This is an optimization exercise on Yosys and OpenROAD, whose aim is small area, a short achievable clock period and few clock cycles per item, not a production implementation. The RTL was checked by simulation tests, not by an equivalence proof against the original design.

Setup of old:
// riscv_muldiv_unit
module riscv_muldiv_unit #(
    parameter int XLEN = 32
) (
    input  logic            clk,
    input  logic            rst,
    input  logic            start_i,
    input  logic [2:0]      op_i,
    input  logic [XLEN-1:0] a_i,
    input  logic [XLEN-1:0] b_i,
    input  logic            kill_i,
    output logic            freeze_pipe,
    output logic            busy_o,
    output logic            done_o,
    output logic [XLEN-1:0] result_o,
    output logic            div_zero_o
);
    localparam int K  = 8;                   
    localparam int NB = K / 2;               
    localparam int ND = (33 + K - 1) / K;    
    localparam int TW = $clog2(ND);
    localparam int BW = ND * K;
    typedef enum logic [2:0] {
        S_IDLE = 3'd0,
        S_MUL  = 3'd1,
        S_PREP = 3'd2,
        S_DIV  = 3'd3,
        S_DONE = 3'd4,
        S_FIX  = 3'd5
    } state_t;
    state_t state;
    logic [1:0]  op_q;       
    logic [32:0] xr;         
    logic [32:0] br;         
    logic [NB-1:0] bo_q;     
    logic [NB-1:0] bt_q;     
    logic [NB-1:0] bn_q;     
    logic [63:0] sr;         
    logic        rs_q;       
    logic [3:0]  cnt;        
    logic        sa_q;       
    logic        sb_q;       
    logic        dz_q;       
    logic        qz_q;       
    logic [31:0] res_q;      
    logic        neg_q;      
    logic accept;
    assign accept = (state == S_IDLE) & start_i & ~kill_i;
    logic is_div, div_sgn, mul_sga, mul_sgb;
    assign is_div  = op_i[2];
    assign div_sgn = op_i[2] & ~op_i[0];
    assign mul_sga = ~op_i[2] & (op_i[1:0] != 2'd3);
    assign mul_sgb = ~op_i[2] & ~op_i[1];
    function automatic logic [ND-1:0] fits(input logic [32:0] v);
        logic [32:0]   w;
        logic [ND-1:0] f;
        w = v[32] ? ~v : v;
        for (int i = 0; i < ND; i++) begin
            f[i] = ((w >> (K * i + K - 1)) == 33'd0);
        end
        fits = f;
    endfunction
    function automatic logic [K:0] group_sel(input logic [32:0] v, input logic [TW-1:0] t);
  ...
==> flow/config.mk <==
export PLATFORM = sky130hd
export DESIGN_NAME = riscv_muldiv_unit
export DESIGN_NICKNAME = riscv_muldiv_unit
export VERILOG_FILES = /design/flow/design.v
export SDC_FILE = /design/flow/constraint.sdc
export NUM_CORES = 4
export LEC_CHECK = 0
export ABC_AREA = 1
export CAP_MARGIN = 20
export CORE_MARGIN = 2
export CORE_UTILIZATION = 50
export SETUP_SLACK_MARGIN = 5
export SLEW_MARGIN = 20
==> flow/constraint.sdc <==
create_clock -name core_clock -period 11.0 [get_ports {clk}]
set_input_delay 2.2000 -clock core_clock [delete_from_list [all_inputs] [get_ports {clk}]]
set_output_delay 2.2000 -clock core_clock [all_outputs]
set_load 0.01 [all_outputs]
standard.sh (not shown) runs the stock make flow with config.mk's settings and CLKGATE_MAP_FILE= SYNTH_SCRIPT=/design/flow/synth_recipe.tcl, a recipe that flattens the netlist after the stock synthesis.
==> flow/flow/run.sh <==
#!/bin/bash
set -euo pipefail
export BUFFER_PORTS_ARGS="-buffer_cell sky130_fd_sc_hd__buf_2"
bash standard.sh finish > standard.log 2>&1
Although it ran to completion, old produced a layout that fails the final checks because of capacitance limit, slew limit.
Testbench counts of old, summed over its fixed seeds: cycles 14,527, ops 3,200.
The inputs of new differ from those of old as listed below.
--- a/flow/design.v
+++ b/flow/design.v
@@ -198,17 +198,17 @@
     assign d_neg = op_q[1] ? sa_q : (sa_q ^ sb_q);
     assign d_fin = op_q[1] ? r_nx : q_nx;
     assign busy_o      = (state != S_IDLE);
     logic fin;
     assign fin         = (state == S_DONE) | early;
     assign done_o      = fin & ~kill_i;
     assign div_zero_o  = fin & dz_q & ~kill_i;
     assign freeze_pipe = busy_o ? ~fin : (start_i & ~kill_i);
-    assign result_o    = early ? early_res : (neg_q ? -res_q : res_q);
+    assign result_o    = early ? early_res : cneg(res_q, neg_q);
     always_ff @(posedge clk or negedge rst) begin
         if (!rst) begin
             state <= S_IDLE;
             res_q <= '0;
             neg_q <= 1'b0;
         end else begin
             unique case (state)
                 S_IDLE: begin
- Horizontal extent of the die across new and old: no real change.
- Between old and new, core occupancy in the finished layout increased.
- Against old, new comes in 7 higher on number of buffers and inverters on the critical path.
- new against old; average routed wire per standard cell is down slightly.
- new completed; timing, DRC and antenna clean
- new: post-detailed-placement half-perimeter wirelength 2.1% below old
- old -> new: area of combinational cells with multiple inputs increased slightly
- Run comparison: new start-to-end type of the worst setup path reg2out; old start-to-end type of the worst setup path reg2reg
Testbench counts of new, summed over its fixed seeds: cycles 14,527, ops 3,200.


== maple ==
The RTL this note starts from:
==> flow/design.v <==
module riscv_muldiv_unit #(
    parameter int XLEN = 32
) (
    input  logic            clk,
    input  logic            rst,
    input  logic            start_i,
    input  logic [2:0]      op_i,
    input  logic [XLEN-1:0] a_i,
    input  logic [XLEN-1:0] b_i,
    input  logic            kill_i,
    output logic            freeze_pipe,
    output logic            busy_o,
    output logic            done_o,
    output logic [XLEN-1:0] result_o,
    output logic            div_zero_o
);
    localparam int K  = 8;                   
    localparam int NB = K / 2;               
    localparam int ND = (33 + K - 1) / K;    
    localparam int TW = $clog2(ND);
    localparam int BW = ND * K;
    typedef enum logic [2:0] {
        S_IDLE = 3'd0,
        S_MUL  = 3'd1,
        S_PREP = 3'd2,
        S_DIV  = 3'd3,
        S_DONE = 3'd4,
        S_FIX  = 3'd5
    } state_t;
    state_t state;
    logic [1:0]  op_q;       
    logic        hi_q;       
    logic        md_q;       
    logic [32:0] xr;         
    logic [32:0] br;         
    logic [NB-1:0] bo_q;     
    logic [NB-1:0] bt_q;     
    logic [NB-1:0] bn_q;     
    logic [63:0] sr;         
    logic        rs_q;       
    logic [3:0]  cnt;        
    logic        sa_q;       
    logic        sb_q;       
    logic        dz_q;       
    logic [31:0] res_q;      
    logic        neg_q;      
    logic accept;
    assign accept = (state == S_IDLE) & start_i & ~kill_i;
    logic is_div, div_sgn, mul_sga, mul_sgb;
    assign is_div  = op_i[2];
    assign div_sgn = op_i[2] & ~op_i[0];
    assign mul_sga = ~op_i[2] & (op_i[1:0] != 2'd3);
    assign mul_sgb = ~op_i[2] & ~op_i[1];
    function automatic logic [ND-1:0] fits(input logic [32:0] v);
        logic [32:0]   w;
        logic [ND-1:0] f;
        w = v[32] ? ~v : v;
        for (int i = 0; i < ND; i++) begin
            f[i] = ((w >> (K * i + K - 1)) == 33'd0);
        end
        fits = f;
    endfunction
    function automatic logic [K:0] group_sel(input logic [32:0] v, input logic [TW-1:0] t);
        logic [BW:0] e;
        e = {{(BW-32){v[32]}}, v, 1'b0};
        group_sel = e[t*K +: K+1];
    endfunction
    function automatic logic [TW-1:0] enc(input logic [ND-1:0] f);
        logic [TW-1:0] t;
        t = TW'(ND - 1);
        for (int i = ND - 2; i >= 0; i--) begin
            if (f[i]) t = TW'(i);
        end
        enc = t;
    endfunction
    logic [32:0]   a_ext, b_ext;
    logic [ND-1:0] fa, fb;
    logic          swap;
    logic [TW-1:0] tsel;
    assign a_ext = {mul_sga & a_i[31], a_i};
    assign b_ext = {mul_sgb & b_i[31], b_i};
    assign fa    = fits(a_ext);
    assign fb    = fits(b_ext);
    assign swap  = |(fa & ~fb);               
    assign tsel  = swap ? enc(fa) : enc(fb);
    logic [31:0] a_abs, b_abs;
    logic        a_neg, b_neg;
    assign a_neg = div_sgn & a_i[31];
    assign b_neg = div_sgn & b_i[31];
    assign a_abs = cneg(a_i, a_neg);
    assign b_abs = cneg(b_i, b_neg);
    function automatic logic [3*NB-1:0] booth_enc(input logic [K:0] g);
        logic [NB-1:0] o, t, n;
        for (int j = 0; j < NB; j++) begin
            n[j] = g[2*j+2];
            o[j] = g[2*j+1] ^ g[2*j];
            t[j] = (g[2*j+2] & ~g[2*j+1] & ~g[2*j]) | (~g[2*j+2] & g[2*j+1] & g[2*j]);
        end
        booth_enc = {n, t, o};
    endfunction
    logic [63:0] rows [0:NB-1];
    logic [K-1:0] bneg;
    always_comb begin : booth
        logic [33:0] r;
        bneg = '0;
        for (int j = 0; j < NB; j++) begin
            r   = ({34{bo_q[j]}} & {xr[32], xr}) | ({34{bt_q[j]}} & {xr, 1'b0});
            r   = r ^ {34{bn_q[j]}};
            bneg[2*j] = bn_q[j];
            rows[j] = {30'd0, ~r[33], r[32:0]} << (2 * j);
        end
    end
    localparam logic [63:0] BCONST = 64'd0 - ((64'd1 << 33) * (((64'd1 << (2 * NB)) - 64'd1) / 64'd3));
    function automatic logic [63:0] csa_s(input logic [63:0] a, input logic [63:0] b, input logic [63:0] c);
        csa_s = a ^ b ^ c;
    endfunction
    function automatic logic [63:0] csa_c(input logic [63:0] a, input logic [63:0] b, input logic [63:0] c);
        csa_c = {(a[62:0] & b[62:0]) | (a[62:0] & c[62:0]) | (b[62:0] & c[62:0]), 1'b0};
    endfunction
    function automatic logic [63:0] sk_add(input logic [63:0] a, input logic [63:0] b,
                                           input logic cin);
        logic [63:0] g, p, gg, pp;
        g  = a & b;
        p  = a ^ b;
        g[0] = g[0] | (p[0] & cin);
        gg = g;
        pp = p;
        for (int k = 0; k < 6; k++) begin
            for (int i = 0; i < 64; i++) begin
                if ((i >> k) & 1) begin
                    gg[i] = gg[i] | (pp[i] & gg[((i >> k) << k) - 1]);
                    pp[i] = pp[i] & pp[((i >> k) << k) - 1];
                end
            end
        end
        sk_add = p ^ {gg[62:0], cin};
    endfunction
    function automatic logic [31:0] cneg(input logic [31:0] x, input logic neg);
        logic [31:0] o;
        o = x;
        for (int k = 0; k < 5; k++) begin
            for (int i = 0; i < 32; i++) begin
                if ((i >> k) & 1) o[i] = o[i] | o[((i >> k) << k) - 1];
            end
        end
        cneg = x ^ ({o[30:0], 1'b0} & {32{neg}});
    endfunction
    logic [63:0] s_sh, s1a, c1a, s1b, c1b, s2, c2, s3, c3, pr_mul;
    assign s_sh   = {sr[63-K:0], bneg};
    assign s1a    = csa_s(rows[0], rows[1], rows[2]);
    assign c1a    = csa_c(rows[0], rows[1], rows[2]);
    assign s1b    = csa_s(rows[3], s_sh, BCONST);
    assign c1b    = csa_c(rows[3], s_sh, BCONST);
    assign s2     = csa_s(s1a, c1a, s1b);
    assign c2     = csa_c(s1a, c1a, s1b);
    assign s3     = csa_s(s2, c2, c1b);
    assign c3     = csa_c(s2, c2, c1b);
    assign pr_mul = sk_add(s3, c3, 1'b0);
    function automatic logic [5:0] lzc32(input logic [31:0] v);
        logic [5:0] n;
        n = 6'd32;
        for (int i = 0; i < 32; i++) begin
            if (v[i]) n = 6'(31 - i);
        end
        lzc32 = n;
    endfunction
    logic [5:0]  lza, lzb;
    logic [6:0]  sdiff;
    logic        b_zero, q_zero;
    logic [4:0]  sh;
    logic [32:0] d_al;
    assign lza    = lzc32(sr[63:32]);
    assign lzb    = lzc32(xr[31:0]);
    assign sdiff  = {1'b0, lzb} - {1'b0, lza};
    assign b_zero = (xr[31:0] == 32'd0);
    assign q_zero = sr[63:32] < xr[31:0];        
    assign sh     = sdiff[4:0] | 5'd1;
    assign d_al   = {1'b0, xr[31:0]} << sh;
    logic        early;
    logic [31:0] early_res;
    assign early     = (state == S_PREP) & (b_zero | q_zero);
    assign early_res = op_q[1] ? sr[31:0] : {32{b_zero}};
    logic        fix;
    logic [34:0] rr, d1, d2, t1, t2;
    logic        ng1, ng2;
    logic [31:0] r_nx, q_nx, d_fin;
    logic        d_neg;
    assign fix = (state == S_FIX);
    assign rr  = {{3{rs_q}}, sr[63:32]};
    assign d1  = {2'b0, xr & {33{~fix}}} ^ {35{~rs_q}};
    logic [35:0] u1, u2;
    assign u1  = {rr, 1'b1} + {d1, ~rs_q};
    assign t1  = u1[35:1];
    assign ng1 = t1[34];
    assign d2  = {3'b0, xr[32:1]} ^ {35{~ng1}};
    assign u2  = {t1, 1'b1} + {d2, ~ng1};
    assign t2  = u2[35:1];
    assign ng2 = t2[34];
    assign r_nx  = t2[31:0];
    assign q_nx  = {sr[29:0], ~ng1, ~ng2};
    assign d_neg = op_q[1] ? sa_q : (sa_q ^ sb_q);
    assign d_fin = op_q[1] ? r_nx : q_nx;
    assign busy_o      = (state != S_IDLE);
    logic fin;
    assign fin         = (state == S_DONE) | early;
    assign done_o      = fin & ~kill_i;
    assign div_zero_o  = fin & dz_q & ~kill_i;
    assign freeze_pipe = busy_o ? ~fin : (start_i & ~kill_i);
    logic        mdn;
    logic [31:0] m_res;
    assign mdn         = (state == S_DONE) & md_q;
    assign m_res       = hi_q ? sr[63:32] : sr[31:0];
    assign result_o    = early ? early_res : (mdn ? m_res : (neg_q ? -res_q : res_q));
    always_ff @(posedge clk or negedge rst) begin
        if (!rst) begin
            state <= S_IDLE;
            res_q <= '0;
            neg_q <= 1'b0;
        end else begin
            unique case (state)
                S_IDLE: begin
                    if (accept) state <= is_div ? S_PREP : S_MUL;
                end
                S_MUL: begin
                    if (kill_i) begin
                        state <= S_IDLE;
                    end else if (cnt[TW-1:0] == '0) begin
                        state <= S_DONE;
                    end
                end
                S_PREP: begin
                    if (kill_i) begin
                        state <= S_IDLE;
                    end else if (early) begin
                        res_q <= early_res;
                        neg_q <= 1'b0;
                        state <= S_IDLE;
                    end else begin
                        state <= S_DIV;
                    end
                end
                S_DIV: begin
                    if (kill_i) begin
                        state <= S_IDLE;
                    end else if (cnt == 4'd0) begin
                        if (op_q[1] & ng2) begin
                            state <= S_FIX;
                        end else begin
                            res_q <= d_fin;
                            neg_q <= d_neg;
                            state <= S_DONE;
                        end
                    end
                end
                S_FIX: begin
                    if (kill_i) begin
                        state <= S_IDLE;
                    end else begin
                        res_q <= r_nx;
                        neg_q <= sa_q;
                        state <= S_DONE;
                    end
                end
                S_DONE: begin
                    if (md_q) begin
                        res_q <= m_res;
                        neg_q <= 1'b0;
                    end
                    state <= S_IDLE;
                end
                default: begin
                    state <= S_IDLE;
                end
            endcase
        end
    end
    always_ff @(posedge clk) begin
        unique case (state)
            S_IDLE: begin
                if (accept) begin
                    op_q <= op_i[1:0];
                    hi_q <= (op_i[1:0] != 2'd0);
                    md_q <= ~is_div;
                    sa_q <= a_neg;
                    sb_q <= b_neg;
                    dz_q <= is_div & (b_i == 32'd0);
                    if (is_div) begin
                        xr   <= {1'b0, b_abs};
                        sr   <= {a_abs, a_i};
                        rs_q <= 1'b0;
                    end else begin
                        xr     <= swap ? b_ext : a_ext;
                        br     <= swap ? a_ext : b_ext;
                        cnt    <= 4'(tsel);
                        {bn_q, bt_q, bo_q} <= booth_enc(group_sel(swap ? a_ext : b_ext, tsel));
                        sr     <= 64'd0;
                    end
                end
            end
            S_MUL: begin
                sr    <= pr_mul;
                cnt   <= cnt - 4'd1;
                {bn_q, bt_q, bo_q} <= booth_enc(group_sel(br, cnt[TW-1:0] - TW'(1)));
            end
            S_PREP: begin
                xr       <= d_al;
                cnt      <= sdiff[4:1];
                sr[31:0] <= 32'd0;
            end
            S_DIV: begin
                if (cnt != 4'd0) xr <= {2'b0, xr[32:2]};
                cnt  <= cnt - 4'd1;
                sr   <= {r_nx, q_nx};
                rs_q <= ng2;
            end
            default: ;
        endcase
    end
endmodule
Settings: LEC_CHECK=0, ABC_AREA=1, CAP_MARGIN=20, CORE_MARGIN=2, CORE_UTILIZATION=50, SETUP_SLACK_MARGIN=5, SLEW_MARGIN=20; clock period 11.0 ns.
run.sh (not shown) runs the stock make flow with config.mk's settings and CLKGATE_MAP_FILE= SYNTH_SCRIPT=/design/flow/synth_recipe.tcl, a recipe that flattens the netlist after the stock synthesis.
Stock flow here: none of the scripts above is used.
Testbench counts of maple, summed over its fixed seeds: cycles 14,527, ops 3,200.
diff inputs: maple => pine
diff --git a/flow/design.v b/flow/design.v
--- a/flow/design.v
+++ b/flow/design.v
@@ -27,13 +27,12 @@
         S_DONE = 3'd4,
         S_FIX  = 3'd5
     } state_t;
     state_t state;
     logic [1:0]  op_q;       
     logic        hi_q;       
-    logic        md_q;       
     logic [32:0] xr;         
     logic [32:0] br;         
     logic [NB-1:0] bo_q;     
     logic [NB-1:0] bt_q;     
     logic [NB-1:0] bn_q;     
     logic [63:0] sr;         
@@ -180,13 +179,13 @@
     logic [31:0] early_res;
     assign early     = (state == S_PREP) & (b_zero | q_zero);
     assign early_res = op_q[1] ? sr[31:0] : {32{b_zero}};
     logic        fix;
     logic [34:0] rr, d1, d2, t1, t2;
     logic        ng1, ng2;
-    logic [31:0] r_nx, q_nx, d_fin;
+    logic [31:0] r_nx, q_nx;
     logic        d_neg;
     assign fix = (state == S_FIX);
     assign rr  = {{3{rs_q}}, sr[63:32]};
     assign d1  = {2'b0, xr & {33{~fix}}} ^ {35{~rs_q}};
     logic [35:0] u1, u2;
     assign u1  = {rr, 1'b1} + {d1, ~rs_q};
@@ -196,24 +195,25 @@
     assign u2  = {t1, 1'b1} + {d2, ~ng1};
     assign t2  = u2[35:1];
     assign ng2 = t2[34];
     assign r_nx  = t2[31:0];
     assign q_nx  = {sr[29:0], ~ng1, ~ng2};
     assign d_neg = op_q[1] ? sa_q : (sa_q ^ sb_q);
-    assign d_fin = op_q[1] ? r_nx : q_nx;
     assign busy_o      = (state != S_IDLE);
     logic fin;
     assign fin         = (state == S_DONE) | early;
     assign done_o      = fin & ~kill_i;
     assign div_zero_o  = fin & dz_q & ~kill_i;
     assign freeze_pipe = busy_o ? ~fin : (start_i & ~kill_i);
-    logic        mdn;
-    logic [31:0] m_res;
-    assign mdn         = (state == S_DONE) & md_q;
-    assign m_res       = hi_q ? sr[63:32] : sr[31:0];
-    assign result_o    = early ? early_res : (mdn ? m_res : (neg_q ? -res_q : res_q));
+    logic        dn;
+    logic [31:0] fin_val;
+    logic        fin_neg;
+    assign dn          = (state == S_DONE);
+    assign fin_val     = dn ? (hi_q ? sr[63:32] : sr[31:0]) : res_q;
+    assign fin_neg     = dn ? d_neg : neg_q;
+    assign result_o    = early ? early_res : cneg(fin_val, fin_neg);
     always_ff @(posedge clk or negedge rst) begin
         if (!rst) begin
             state <= S_IDLE;
             res_q <= '0;
             neg_q <= 1'b0;
         end else begin
@@ -240,35 +240,25 @@
                     end
                 end
                 S_DIV: begin
                     if (kill_i) begin
                         state <= S_IDLE;
                     end else if (cnt == 4'd0) begin
-                        if (op_q[1] & ng2) begin
-                            state <= S_FIX;
-                        end else begin
-                            res_q <= d_fin;
-                            neg_q <= d_neg;
-                            state <= S_DONE;
-                        end
+                        state <= (op_q[1] & ng2) ? S_FIX : S_DONE;
                     end
                 end
                 S_FIX: begin
                     if (kill_i) begin
                         state <= S_IDLE;
                     end else begin
-                        res_q <= r_nx;
-                        neg_q <= sa_q;
                         state <= S_DONE;
                     end
                 end
                 S_DONE: begin
-                    if (md_q) begin
-                        res_q <= m_res;
-                        neg_q <= 1'b0;
-                    end
+                    res_q <= fin_val;
+                    neg_q <= fin_neg;
                     state <= S_IDLE;
                 end
                 default: begin
                     state <= S_IDLE;
                 end
             endcase
@@ -276,14 +266,13 @@
     end
     always_ff @(posedge clk) begin
         unique case (state)
             S_IDLE: begin
                 if (accept) begin
                     op_q <= op_i[1:0];
-                    hi_q <= (op_i[1:0] != 2'd0);
-                    md_q <= ~is_div;
+                    hi_q <= is_div ? op_i[1] : (op_i[1:0] != 2'd0);
                     sa_q <= a_neg;
                     sb_q <= b_neg;
                     dz_q <= is_div & (b_i == 32'd0);
                     if (is_div) begin
                         xr   <= {1'b0, b_abs};
                         sr   <= {a_abs, a_i};
@@ -310,10 +299,13 @@
             S_DIV: begin
                 if (cnt != 4'd0) xr <= {2'b0, xr[32:2]};
                 cnt  <= cnt - 4'd1;
                 sr   <= {r_nx, q_nx};
                 rs_q <= ng2;
             end
+            S_FIX: begin
+                sr[63:32] <= r_nx;
+            end
             default: ;
         endcase
     end
 endmodule
[summary]
As of pine, maximum frequency had fallen by a few percent compared to maple. Diff pine..maple | source-to-sink clock delay at the later pin of the worst-skew pair | negligible. What maple reported for distinct cell type count after synthesis has to be multiplied by 0.867 to get the figure for pine. Looking at share of synthesized area spent on multiplexers across pine and maple, the one that comes out higher is pine. [pine] count of buffers not belonging to the clock network in the layout rose 3 relative to maple. Compared with maple, in pine flip-flop and latch count went down about 0.5%, wire length of the first global-routing pass went down about 6.4%, worst hold slack went up 0.017 ns. Taking maple as the reference, in pine first-iteration detailed-routing DRC count lost 2.2%; multi-input combinational cell count now sits lower; vertical die dimension went down 4.4 um; initial antenna violation count went up by 3. Looking at worst-path cell with the longest stage delay, the sky130_fd_sc_hd__clkdlybuf4s50_1 result is from maple; the sky130_fd_sc_hd__edfxtp_1 one comes from pine.
Testbench counts of pine, summed over its fixed seeds: cycles 14,527, ops 3,200.

## what the ideal ports hide
In the flow no input, the clock included, has a driving cell. The finished layouts below were timed again as built, in two steps.
Step 1 (the two cells are an assumption about what drives the block):
set clk [get_ports {clk}]
set_driving_cell -lib_cell sky130_fd_sc_hd__clkbuf_16 $clk
set_driving_cell -lib_cell sky130_fd_sc_hd__buf_2 [delete_from_list [all_inputs] $clk]
Step 2 times the ports against the registers' clock, not the clock port: input delays grow and output delays shrink by t, the midpoint of the rising clock arrivals with the driver on.
Slacks: ideal ports / drivers / drivers and shift; pairs: ideal ports / drivers.
| run | shift t [ns] | setup slack, ns | pins driven straight from the clock port |
|---|---|---|---|
| old | 0.584 | 4.885 / 4.885 / 4.679 | 1 |
| new | 0.597 | 4.921 / 4.853 / 4.556 | 1 |
| maple | 0.585 | 4.860 / 4.794 / 4.591 | 1 |
| pine | 0.572 | 4.596 / 4.530 / 4.590 | 1 |
For new, which loses most, drivers alone change the setup slack by -0.068 ns; drivers and shift together by -0.365 ns.
